What follows belongs to an exercise in optimizing a design on an open flow for small area, a short achievable clock period and few clock cycles per item; a production flow would make more cautious choices. RTL that was checked went through simulation tests only; none was proved equivalent to the original. Power figures rest on the tool's default switching activity, not on a simulated workload.

==> 01-20: inputs <==
// lz77_top
module lz77_top (
  input  logic                  clk,
  input  logic                  rstn,
  input  logic                  start_i,
  input  logic [BLK_LEN_WD-1:0] cfg_len_i,
  input  logic [DATA_WD-1:0]    rd_dat_i,
  output logic                  rd_val_o,
  output logic                  val_o,
  output logic                  flg_lit_o,
  output logic [DATA_WD-1:0]    dat_lit_o,
  output logic [LEN_WD-1:0]     dat_len_o,
  output logic [DST_WD-1:0]     dat_dst_o,
  output logic                  flg_lst_o,
  output logic                  done_o
);
  logic [WIN_SIZE-1:0] eq;
  logic                nv;
  logic [DATA_WD-1:0]  lit;
  logic                tok_lit;
  logic                tok_mat;
  logic                tok_lst;
  logic [LEN_WD-1:0]   mat_len;
  logic [DST_WD-1:0]   mat_dst;
  lz77_window u_window (
    .clk       (clk),
    .rstn      (rstn),
    .start_i   (start_i),
    .cfg_len_i (cfg_len_i),
    .rd_dat_i  (rd_dat_i),
    .rd_val_o  (rd_val_o),
    .eq_o      (eq),
    .nv_o      (nv),
    .lit_o     (lit)
  );
  lz77_match_search u_match_search (
    .clk       (clk),
    .rstn      (rstn),
    .eq_i      (eq),
    .nv_i      (nv),
    .tok_lit_o (tok_lit),
    .tok_mat_o (tok_mat),
    .tok_lst_o (tok_lst),
    .mat_len_o (mat_len),
    .mat_dst_o (mat_dst)
  );
  ...
==> module lz77_window, before the edit <==
module lz77_window (
  input  logic                  clk,
  input  logic                  rstn,
  input  logic                  start_i,
  input  logic [BLK_LEN_WD-1:0] cfg_len_i,
  input  logic [DATA_WD-1:0]    rd_dat_i,
  output logic                  rd_val_o,
  output logic [WIN_SIZE-1:0]   eq_o,
  output logic                  nv_o,
  output logic [DATA_WD-1:0]    lit_o
);
  logic                             rd_val_r;
  logic                             rd_out_r;
  logic [BLK_LEN_WD-1:0]            rem_r;
  logic [DST_WD-1:0]                cnt_r;
  logic [WIN_SIZE-1:0][DATA_WD-1:0] hist_r;
  logic [WIN_SIZE-1:0]              vld_w;
  logic [WIN_SIZE-1:0]              eq_w;
  logic [WIN_SIZE-1:0]              eq_r;
  logic                             nv_r;
  always_ff @(posedge clk or negedge rstn) begin
    if (!rstn) begin
      rd_val_r <= 1'b0;
    end else begin
      rd_val_r <= start_i || (rd_val_r && rem_r > BLK_LEN_WD'(1));
    end
  end
  always_ff @(posedge clk or negedge rstn) begin
    if (!rstn) begin
      rd_out_r <= 1'b0;
    end else begin
      rd_out_r <= start_i || (rd_out_r && rem_r != BLK_LEN_WD'(1));
    end
  end
  always_ff @(posedge clk) begin
    rem_r <= start_i ? cfg_len_i : rem_r - 1'b1;
  end
  always_ff @(posedge clk) begin
    if (start_i || (rd_val_r && rem_r == BLK_LEN_WD'(1))) begin
      cnt_r <= '0;
    end else if (rd_val_r && !cnt_r[DST_WD-1]) begin
      cnt_r <= cnt_r + 1'b1;
    end
  end
  always_ff @(posedge clk) begin
    hist_r <= {hist_r[WIN_SIZE-2:0], rd_dat_i};
  end
  always_comb begin
    for (int i = 0; i < WIN_SIZE; i++) begin
      vld_w[i] = (cnt_r > DST_WD'(i));
      eq_w[i]  = vld_w[i] && (rd_dat_i == hist_r[i]);
    end
  end
  always_ff @(posedge clk) begin
    eq_r <= eq_w;
  end
  always_ff @(posedge clk or negedge rstn) begin
    if (!rstn) begin
      nv_r <= 1'b0;
    end else begin
      nv_r <= rd_val_r;
    end
  end
  assign rd_val_o = rd_out_r;
  assign eq_o     = eq_r;
  assign nv_o     = nv_r;
  assign lit_o    = hist_r[2];
endmodule
==> module lz77_match_search, before the edit <==
module lz77_match_search (
  input  logic                clk,
  input  logic                rstn,
  input  logic [WIN_SIZE-1:0] eq_i,
  input  logic                nv_i,
  output logic                tok_lit_o,
  output logic                tok_mat_o,
  output logic                tok_lst_o,
  output logic [LEN_WD-1:0]   mat_len_o,
  output logic [DST_WD-1:0]   mat_dst_o
);
  logic [LEN_WD-1:0]   step_r;
  logic [WIN_SIZE-1:0] p1_r;
  logic [WIN_SIZE-1:0] p2_r;
  logic                near_r;
  logic                nv1_r;
  logic                st2_w;
  logic                stm_w;
  logic [WIN_SIZE-1:0] next_w;
  logic [WIN_SIZE-1:0] ext_w;
  logic [WIN_SIZE-1:0] pair_w;
  logic                any_w;
  logic                lst_w;
  logic                take_w;
  logic [DST_WD-1:0]   prio_dst_w;
  assign st2_w = (step_r == LEN_WD'(2));
  assign stm_w = (step_r >= LEN_WD'(LEN_MIN));
  always_comb begin
    for (int i = 0; i < WIN_SIZE; i++) begin
      next_w[i] = (step_r + LEN_WD'(1) == LEN_WD'(i + 1)) && (i < LEN_MAX);
    end
  end
  assign ext_w  = p2_r & eq_i;
  assign pair_w = p1_r & eq_i & {{(WIN_SIZE-2){1'b1}}, 2'b00};
  assign any_w  = (|ext_w) && !step_r[LEN_WD-1];
  always_comb begin
    prio_dst_w = '0;
    for (int i = WIN_SIZE - 1; i >= 0; i--) begin
      if (p2_r[i]) begin
        prio_dst_w = DST_WD'(i + 1);
      end
    end
    if (near_r) begin
      prio_dst_w = DST_WD'(step_r);
    end
  end
  assign tok_lit_o = st2_w && !any_w;
  assign tok_mat_o = stm_w && !any_w;
  assign lst_w     = st2_w ? !nv1_r : !nv_i;
  assign tok_lst_o = lst_w;
  assign mat_len_o = step_r;
  assign mat_dst_o = prio_dst_w;
  always_ff @(posedge clk or negedge rstn) begin
    if (!rstn) begin
      step_r <= '0;
    end else begin
      case (step_r)
        LEN_WD'(0): if (nv_i) step_r <= LEN_WD'(1);
        LEN_WD'(1): step_r <= LEN_WD'(2);
        LEN_WD'(2): if (any_w) step_r <= LEN_WD'(3);
                    else if (lst_w) step_r <= LEN_WD'(0);
        default:    if (any_w) step_r <= step_r + 1'b1;
                    else step_r <= lst_w ? LEN_WD'(0) : LEN_WD'(1);
      endcase
    end
  end
  assign take_w = stm_w || (st2_w && any_w);
  always_ff @(posedge clk) begin
    nv1_r  <= nv_i;
    p1_r   <= eq_i;
    p2_r   <= take_w ? (ext_w & ~next_w) : pair_w;
    near_r <= |(ext_w & next_w);
  end
endmodule
export LEC_CHECK = 0
export CAP_MARGIN = 20
export CORE_MARGIN = 2
export CORE_UTILIZATION = 40
export CTS_BUF_LIST = sky130_fd_sc_hd__clkbuf_16
export CTS_CLUSTER_DIAMETER = 80
export CTS_CLUSTER_SIZE = 30
export SETUP_SLACK_MARGIN = 5
export SLEW_MARGIN = 20
create_clock -name core_clock -period 8.0 [get_ports {clk}]
standard.sh (not shown) runs the stock make flow with config.mk's settings and CLKGATE_MAP_FILE= SYNTH_SCRIPT=/design/flow/synth_recipe.tcl, a recipe that flattens the netlist after the stock synthesis.
==> flow/flow/run.sh <==
#!/bin/bash
# The standard layout with a tighter timing-repair target and small port buffers;
# the clock period and constraints are the design's. ORFS keeps each step's log under orfs/logs.
set -euo pipefail
bash standard.sh SETUP_SLACK_MARGIN=5.42 "BUFFER_PORTS_ARGS=-buffer_cell sky130_fd_sc_hd__buf_2" finish > standard.log 2>&1
==> inputs of 09-24, as changes to 01-20 <==
--- a/flow/design.v
+++ b/flow/design.v
@@ -1,71 +1,87 @@
 package lz77_pkg;
   localparam int DATA_WD = 8;
   localparam int WIN_SIZE = 16;
   localparam int DST_WD = 5;
   localparam int LEN_MAX = 8;
   localparam int LEN_MIN = 3;
+  localparam int NCAND = WIN_SIZE - LEN_MIN + 1;
   localparam int LEN_WD = 4;
   localparam int BLK_LEN_WD = 8;
-  localparam logic [1:0] ST_IDLE = 2'd0;   
-  localparam logic [1:0] ST_UPT  = 2'd1;   
-  localparam logic [1:0] ST_SCH  = 2'd2;   
 endpackage
 `timescale 1ns/1ns
 import lz77_pkg::*;
 module lz77_window (
   input  logic                  clk,
   input  logic                  rstn,
   input  logic                  start_i,
   input  logic [BLK_LEN_WD-1:0] cfg_len_i,
   input  logic [DATA_WD-1:0]    rd_dat_i,
   output logic                  rd_val_o,
-  output logic [WIN_SIZE-1:0]   eq_o,
+  output logic [NCAND-1:0]      eq_o,
   output logic                  nv_o,
   output logic [DATA_WD-1:0]    lit_o
 );
   logic                             rd_val_r;
   logic                             rd_out_r;
   logic [BLK_LEN_WD-1:0]            rem_r;
   logic [DST_WD-1:0]                cnt_r;
   logic [WIN_SIZE-1:0][DATA_WD-1:0] hist_r;
-  logic [WIN_SIZE-1:0]              vld_w;
-  logic [WIN_SIZE-1:0]              eq_w;
-  logic [WIN_SIZE-1:0]              eq_r;
+  logic [NCAND-1:0]                 vld_w;
+  logic [NCAND-1:0]                 eq_w;
+  logic [NCAND-1:0]                 eq_r;
   logic                             nv_r;
+  logic [BLK_LEN_WD-1:0]            rem_dec_w;
+  logic [DST_WD-1:0]                cnt_inc_w;
   always_ff @(posedge clk or negedge rstn) begin
     if (!rstn) begin
       rd_val_r <= 1'b0;
     end else begin
       rd_val_r <= start_i || (rd_val_r && rem_r > BLK_LEN_WD'(1));
     end
   end
   always_ff @(posedge clk or negedge rstn) begin
     if (!rstn) begin
       rd_out_r <= 1'b0;
     end else begin
-      rd_out_r <= start_i || (rd_out_r && rem_r != BLK_LEN_WD'(1));
-    end
-  end
-  always_ff @(posedge clk) begin
-    rem_r <= start_i ? cfg_len_i : rem_r - 1'b1;
+      rd_out_r <= start_i || (rd_val_r && rem_r != BLK_LEN_WD'(1));
+    end
+  end
+  always_comb begin
+    logic low_zero;
+    low_zero = 1'b1;
+    for (int i = 0; i < BLK_LEN_WD; i++) begin
+      rem_dec_w[i] = rem_r[i] ^ low_zero;
+      low_zero     = low_zero & !rem_r[i];
+    end
+  end
+  always_ff @(posedge clk) begin
+    rem_r <= start_i ? cfg_len_i : rem_dec_w;
+  end
+  always_comb begin
+    logic low_one;
+    low_one = 1'b1;
+    for (int i = 0; i < DST_WD; i++) begin
+      cnt_inc_w[i] = cnt_r[i] ^ low_one;
+      low_one      = low_one & cnt_r[i];
+    end
   end
   always_ff @(posedge clk) begin
     if (start_i || (rd_val_r && rem_r == BLK_LEN_WD'(1))) begin
       cnt_r <= '0;
     end else if (rd_val_r && !cnt_r[DST_WD-1]) begin
-      cnt_r <= cnt_r + 1'b1;
+      cnt_r <= cnt_inc_w;
     end
   end
   always_ff @(posedge clk) begin
     hist_r <= {hist_r[WIN_SIZE-2:0], rd_dat_i};
   end
   always_comb begin
-    for (int i = 0; i < WIN_SIZE; i++) begin
-      vld_w[i] = (cnt_r > DST_WD'(i));
-      eq_w[i]  = vld_w[i] && (rd_dat_i == hist_r[i]);
+    for (int j = 0; j < NCAND; j++) begin
+      vld_w[j] = (cnt_r > DST_WD'(j + LEN_MIN - 1));
+      eq_w[j]  = vld_w[j] && (rd_dat_i == hist_r[j + LEN_MIN - 1]);
     end
   end
   always_ff @(posedge clk) begin
     eq_r <= eq_w;
   end
   always_ff @(posedge clk or negedge rstn) begin
@@ -82,49 +98,49 @@
 endmodule
 `timescale 1ns/1ns
 import lz77_pkg::*;
 module lz77_match_search (
   input  logic                clk,
   input  logic                rstn,
-  input  logic [WIN_SIZE-1:0] eq_i,
+  input  logic [NCAND-1:0]    eq_i,
   input  logic                nv_i,
   output logic                tok_lit_o,
   output logic                tok_mat_o,
   output logic                tok_lst_o,
   output logic [LEN_WD-1:0]   mat_len_o,
   output logic [DST_WD-1:0]   mat_dst_o
 );
   logic [LEN_WD-1:0]   step_r;
-  logic [WIN_SIZE-1:0] p1_r;
-  logic [WIN_SIZE-1:0] p2_r;
+  logic [NCAND-1:0]    p1_r;
+  logic [NCAND-1:0]    p2_r;
   logic                near_r;
   logic                nv1_r;
   logic                st2_w;
   logic                stm_w;
-  logic [WIN_SIZE-1:0] next_w;
-  logic [WIN_SIZE-1:0] ext_w;
-  logic [WIN_SIZE-1:0] pair_w;
+  logic [NCAND-1:0]    next_w;
+  logic [NCAND-1:0]    ext_w;
+  logic [NCAND-1:0]    pair_w;
   logic                any_w;
   logic                lst_w;
   logic                take_w;
   logic [DST_WD-1:0]   prio_dst_w;
   assign st2_w = (step_r == LEN_WD'(2));
   assign stm_w = (step_r >= LEN_WD'(LEN_MIN));
   always_comb begin
-    for (int i = 0; i < WIN_SIZE; i++) begin
-      next_w[i] = (step_r + LEN_WD'(1) == LEN_WD'(i + 1)) && (i < LEN_MAX);
+    for (int j = 0; j < NCAND; j++) begin
+      next_w[j] = (step_r == LEN_WD'(j + LEN_MIN - 1)) && (j + LEN_MIN <= LEN_MAX);
     end
   end
   assign ext_w  = p2_r & eq_i;
-  assign pair_w = p1_r & eq_i & {{(WIN_SIZE-2){1'b1}}, 2'b00};
+  assign pair_w = p1_r & eq_i;
   assign any_w  = (|ext_w) && !step_r[LEN_WD-1];
   always_comb begin
     prio_dst_w = '0;
-    for (int i = WIN_SIZE - 1; i >= 0; i--) begin
-      if (p2_r[i]) begin
-        prio_dst_w = DST_WD'(i + 1);
+    for (int j = NCAND - 1; j >= 0; j--) begin
+      if (p2_r[j]) begin
+        prio_dst_w = DST_WD'(j + LEN_MIN);
       end
     end
     if (near_r) begin
       prio_dst_w = DST_WD'(step_r);
     end
   end
@@ -140,22 +156,31 @@
     end else begin
       case (step_r)
         LEN_WD'(0): if (nv_i) step_r <= LEN_WD'(1);
         LEN_WD'(1): step_r <= LEN_WD'(2);
         LEN_WD'(2): if (any_w) step_r <= LEN_WD'(3);
                     else if (lst_w) step_r <= LEN_WD'(0);
-        default:    if (any_w) step_r <= step_r + 1'b1;
-                    else step_r <= lst_w ? LEN_WD'(0) : LEN_WD'(1);
+        LEN_WD'(3): if (any_w) step_r <= LEN_WD'(4);
+                    else step_r <= lst_w ? LEN_WD'(0) : LEN_WD'(1);
+        LEN_WD'(4): if (any_w) step_r <= LEN_WD'(5);
+                    else step_r <= lst_w ? LEN_WD'(0) : LEN_WD'(1);
+        LEN_WD'(5): if (any_w) step_r <= LEN_WD'(6);
+                    else step_r <= lst_w ? LEN_WD'(0) : LEN_WD'(1);
+        LEN_WD'(6): if (any_w) step_r <= LEN_WD'(7);
+                    else step_r <= lst_w ? LEN_WD'(0) : LEN_WD'(1);
+        LEN_WD'(7): if (any_w) step_r <= LEN_WD'(8);
+                    else step_r <= lst_w ? LEN_WD'(0) : LEN_WD'(1);
+        default:    step_r <= lst_w ? LEN_WD'(0) : LEN_WD'(1);
       endcase
     end
   end
   assign take_w = stm_w || (st2_w && any_w);
   always_ff @(posedge clk) begin
     nv1_r  <= nv_i;
     p1_r   <= eq_i;
-    p2_r   <= take_w ? (ext_w & ~next_w) : pair_w;
+    p2_r   <= eq_i & (take_w ? (p2_r & ~next_w) : p1_r);
     near_r <= |(ext_w & next_w);
   end
 endmodule
 `timescale 1ns/1ns
 import lz77_pkg::*;
 module lz77_token_out (
@@ -225,13 +250,13 @@
   output logic [DATA_WD-1:0]    dat_lit_o,
   output logic [LEN_WD-1:0]     dat_len_o,
   output logic [DST_WD-1:0]     dat_dst_o,
   output logic                  flg_lst_o,
   output logic                  done_o
 );
-  logic [WIN_SIZE-1:0] eq;
+  logic [NCAND-1:0]    eq;
   logic                nv;
   logic [DATA_WD-1:0]  lit;
   logic                tok_lit;
   logic                tok_mat;
   logic                tok_lst;
   logic [LEN_WD-1:0]   mat_len;
==> flow/flow/run.sh (replaced) <==
#!/bin/bash
# The standard layout with a tighter timing-repair target, small port buffers and no dummy
# clock loads; the clock period and constraints are the design's. ORFS keeps each step's log
# under orfs/logs.
set -euo pipefail
bash standard.sh SETUP_SLACK_MARGIN=5.46 "BUFFER_PORTS_ARGS=-buffer_cell sky130_fd_sc_hd__buf_2" \
  "CTS_ARGS=-sink_clustering_enable -repair_clock_nets -sink_clustering_size 30 -sink_clustering_max_diameter 80 -buf_list sky130_fd_sc_hd__clkbuf_16 -dont_use_dummy_load" \
  finish > standard.log 2>&1
Settings changed: PLACE_DENSITY set to 0.7.
==> inputs of 12-27, as changes to 01-20 <==
--- a/flow/design.v
+++ b/flow/design.v
@@ -21,50 +21,44 @@
   output logic                  rd_val_o,
   output logic [WIN_SIZE-1:0]   eq_o,
   output logic                  nv_o,
   output logic [DATA_WD-1:0]    lit_o
 );
   logic                             rd_val_r;
-  logic                             rd_out_r;
   logic [BLK_LEN_WD-1:0]            rem_r;
   logic [DST_WD-1:0]                cnt_r;
   logic [WIN_SIZE-1:0][DATA_WD-1:0] hist_r;
   logic [WIN_SIZE-1:0]              vld_w;
   logic [WIN_SIZE-1:0]              eq_w;
   logic [WIN_SIZE-1:0]              eq_r;
   logic                             nv_r;
   always_ff @(posedge clk or negedge rstn) begin
     if (!rstn) begin
       rd_val_r <= 1'b0;
-    end else begin
-      rd_val_r <= start_i || (rd_val_r && rem_r > BLK_LEN_WD'(1));
-    end
-  end
-  always_ff @(posedge clk or negedge rstn) begin
-    if (!rstn) begin
-      rd_out_r <= 1'b0;
-    end else begin
-      rd_out_r <= start_i || (rd_out_r && rem_r != BLK_LEN_WD'(1));
+    end else if (start_i) begin
+      rd_val_r <= 1'b1;
+    end else if (rem_r == BLK_LEN_WD'(1)) begin
+      rd_val_r <= 1'b0;
     end
   end
   always_ff @(posedge clk) begin
     rem_r <= start_i ? cfg_len_i : rem_r - 1'b1;
   end
   always_ff @(posedge clk) begin
-    if (start_i || (rd_val_r && rem_r == BLK_LEN_WD'(1))) begin
+    if (start_i) begin
       cnt_r <= '0;
     end else if (rd_val_r && !cnt_r[DST_WD-1]) begin
       cnt_r <= cnt_r + 1'b1;
     end
   end
   always_ff @(posedge clk) begin
     hist_r <= {hist_r[WIN_SIZE-2:0], rd_dat_i};
   end
   always_comb begin
     for (int i = 0; i < WIN_SIZE; i++) begin
-      vld_w[i] = (cnt_r > DST_WD'(i));
+      vld_w[i] = rd_val_r && (cnt_r > DST_WD'(i));
       eq_w[i]  = vld_w[i] && (rd_dat_i == hist_r[i]);
     end
   end
   always_ff @(posedge clk) begin
     eq_r <= eq_w;
   end
@@ -72,13 +66,13 @@
     if (!rstn) begin
       nv_r <= 1'b0;
     end else begin
       nv_r <= rd_val_r;
     end
   end
-  assign rd_val_o = rd_out_r;
+  assign rd_val_o = rd_val_r;
   assign eq_o     = eq_r;
   assign nv_o     = nv_r;
   assign lit_o    = hist_r[2];
 endmodule
 `timescale 1ns/1ns
 import lz77_pkg::*;
@@ -93,70 +87,64 @@
   output logic [LEN_WD-1:0]   mat_len_o,
   output logic [DST_WD-1:0]   mat_dst_o
 );
   logic [LEN_WD-1:0]   step_r;
   logic [WIN_SIZE-1:0] p1_r;
   logic [WIN_SIZE-1:0] p2_r;
-  logic                near_r;
   logic                nv1_r;
-  logic                st2_w;
-  logic                stm_w;
-  logic [WIN_SIZE-1:0] next_w;
+  logic [WIN_SIZE-1:0] kill_w;
   logic [WIN_SIZE-1:0] ext_w;
   logic [WIN_SIZE-1:0] pair_w;
   logic                any_w;
   logic                lst_w;
-  logic                take_w;
   logic [DST_WD-1:0]   prio_dst_w;
-  assign st2_w = (step_r == LEN_WD'(2));
-  assign stm_w = (step_r >= LEN_WD'(LEN_MIN));
   always_comb begin
     for (int i = 0; i < WIN_SIZE; i++) begin
-      next_w[i] = (step_r + LEN_WD'(1) == LEN_WD'(i + 1)) && (i < LEN_MAX);
-    end
-  end
-  assign ext_w  = p2_r & eq_i;
-  assign pair_w = p1_r & eq_i & {{(WIN_SIZE-2){1'b1}}, 2'b00};
-  assign any_w  = (|ext_w) && !step_r[LEN_WD-1];
+      kill_w[i] = (step_r == LEN_WD'(LEN_MAX)) || (step_r == LEN_WD'(i + 1));
+    end
+  end
+  assign ext_w  = p2_r & eq_i & ~kill_w;
+  assign pair_w = p1_r & eq_i & {{(WIN_SIZE-1){1'b1}}, 1'b0};
+  assign any_w  = |ext_w;
   always_comb begin
     prio_dst_w = '0;
     for (int i = WIN_SIZE - 1; i >= 0; i--) begin
       if (p2_r[i]) begin
         prio_dst_w = DST_WD'(i + 1);
       end
     end
-    if (near_r) begin
-      prio_dst_w = DST_WD'(step_r);
-    end
-  end
-  assign tok_lit_o = st2_w && !any_w;
-  assign tok_mat_o = stm_w && !any_w;
-  assign lst_w     = st2_w ? !nv1_r : !nv_i;
+  end
+  assign tok_lit_o = (step_r == LEN_WD'(2)) && !any_w;
+  assign tok_mat_o = (step_r >= LEN_WD'(LEN_MIN)) && !any_w;
+  assign lst_w     = (step_r == LEN_WD'(2)) ? !nv1_r : !nv_i;
   assign tok_lst_o = lst_w;
   assign mat_len_o = step_r;
   assign mat_dst_o = prio_dst_w;
   always_ff @(posedge clk or negedge rstn) begin
     if (!rstn) begin
       step_r <= '0;
-    end else begin
+      nv1_r  <= 1'b0;
+    end else begin
+      nv1_r <= nv_i;
       case (step_r)
         LEN_WD'(0): if (nv_i) step_r <= LEN_WD'(1);
         LEN_WD'(1): step_r <= LEN_WD'(2);
         LEN_WD'(2): if (any_w) step_r <= LEN_WD'(3);
                     else if (lst_w) step_r <= LEN_WD'(0);
         default:    if (any_w) step_r <= step_r + 1'b1;
                     else step_r <= lst_w ? LEN_WD'(0) : LEN_WD'(1);
       endcase
     end
   end
-  assign take_w = stm_w || (st2_w && any_w);
-  always_ff @(posedge clk) begin
-    nv1_r  <= nv_i;
-    p1_r   <= eq_i;
-    p2_r   <= take_w ? (ext_w & ~next_w) : pair_w;
-    near_r <= |(ext_w & next_w);
+  always_ff @(posedge clk) begin
+    p1_r <= eq_i;
+    if (step_r >= LEN_WD'(2) && any_w) begin
+      p2_r <= ext_w;
+    end else begin
+      p2_r <= pair_w;
+    end
   end
 endmodule
 `timescale 1ns/1ns
 import lz77_pkg::*;
 module lz77_token_out (
   input  logic                  clk,
==> flow/run.sh (new file) <==
#!/bin/bash
# synth_recipe.tcl (not shown) runs the flow's synth.tcl, then flattens the netlist and writes it again
# the make line also repeats each setting of config.mk as NAME=value (left out here)
make -C /OpenROAD-flow-scripts/flow DESIGN_CONFIG=/design/flow/config.mk WORK_HOME=/design/flow/orfs CLKGATE_MAP_FILE= SYNTH_SCRIPT=/design/flow/synth_recipe.tcl finish
Settings changed: ABC_AREA set to 1, CORE_UTILIZATION 40 to 65, CTS_BUF_LIST sky130_fd_sc_hd__clkbuf_16 to not set, CTS_CLUSTER_DIAMETER 80 to not set, CTS_CLUSTER_SIZE 30 to not set.
removed: flow/flow/run.sh
removed: flow/standard.sh
==> qor summary <==
item                                                                                      12-27                     09-24                    01-20
Classification of the worst setup path                                                in -> reg                reg -> out               reg -> out
Clock Sinks                                                                                 216                       213                      217
Post-synth top area share                                                                 0.495                     0.524                    0.496
Status                                                                  complete, no violations   complete, no violations  complete, no violations
Layout Area Growth over Synthesis                                                         17.6%                     9.78%                    9.49%
1st-iter DRT viols                                                                          651                       170                      264
Flops & latches, synth                                                                      216                       213                      217
Final core area utilization                                                               0.783                     0.449                    0.447
Signal buf overhead                                                                      0.0582                    0.0305                   0.0289
Buffers inserted during post-CTS setup optimization                                           0                         0                        1
Max stage delay cell, worst path                                                clkdlybuf4s50_1                   dfrtp_1                  dfrtp_1
Compound-gate portion of the synthesized area                                            0.0985                    0.0573                   0.0944
Startpoint of the lowest-slack register-to-register path               u_match_search.step_r[1]  u_match_search.step_r[3]         u_window.eq_r[8]
Static Leak                                                                             3.80 nW                   3.10 nW                  3.22 nW
Number of inserted filler cells in the final layout                                         759                      1599                     1761
Portion of netlist area occupied by mux cells                                                 0                    0.0234                        0
Clock buffers and inverters, area share                                                  0.0814                    0.0355                   0.0370
Critical Path Source                                                                rd_dat_i[4]      u_token_out.dat_r[0]        u_token_out.lst_r
Count of distinct cell types in the synthesized netlist                                      40                        51                       59
Final HPWL from detailed placement                                                     13200 um                   8950 um                 13000 um
Cell count of the worst reg-to-reg path                                                      12                         3                        6
Switching power                                                                        0.645 mW                  0.488 mW                 0.602 mW
Worst hold margin                                                                        350 ps                    301 ps                   351 ps
Proportion of power drawn by combinational gates                                          0.125                     0.129                    0.161
Proportion of synthesized flip-flops having asynchronous set or reset                     0.130                     0.131                    0.129
Non-Clock Buffer Count                                                                       54                        40                       42
Highest clock frequency the design can meet                                             332 MHz                   387 MHz                  385 MHz
Testbench counts of 09-24, summed over its fixed seeds: cycles 41,294, bytes 39,715.
Testbench counts of 12-27, summed over its fixed seeds: cycles 41,294, bytes 39,715.
Function not checked in 01-20: the RTL went through the layout flow alone.

## what the ideal ports hide
The flow's constraints put no driver on any port. The routed layouts listed below were extracted and timed again, unchanged, in two steps. Step 1: set_driving_cell puts a clkbuf_16 on clk and a buf_2 on each other input, an assumption about the parent block. Step 2 moves the port delays by t, midway between the first and last clock arrival at a register: inputs arrive t later, outputs are due t later. That takes back most of the time a late clock gives input paths. Three values: ideal ports, drivers, drivers and shift; two values: the first two.
| run | t, ns | setup WS [ns] | latest minus earliest clock arrival (ns) | worst data-port slew with drivers (ns) | pins driven straight from the clock port |
|---|---|---|---|---|---|
| 01-20 | 0.497 | 5.403 / 5.359 / 5.025 | 0.021 / 0.021 | 0.04 | 1 |
| 09-24 | 0.469 | 5.418 / 5.380 / 5.048 | 0.050 / 0.049 | 0.03 | 1 |
| 12-27 | 0.526 | 4.987 / 4.994 / 4.468 | 0.012 / 0.012 | 0.04 | 1 |
After both steps every run listed still meets setup and hold. The setup slack of 12-27, which loses most, moves by +0.007 ns with the drivers and by -0.519 ns with both steps.
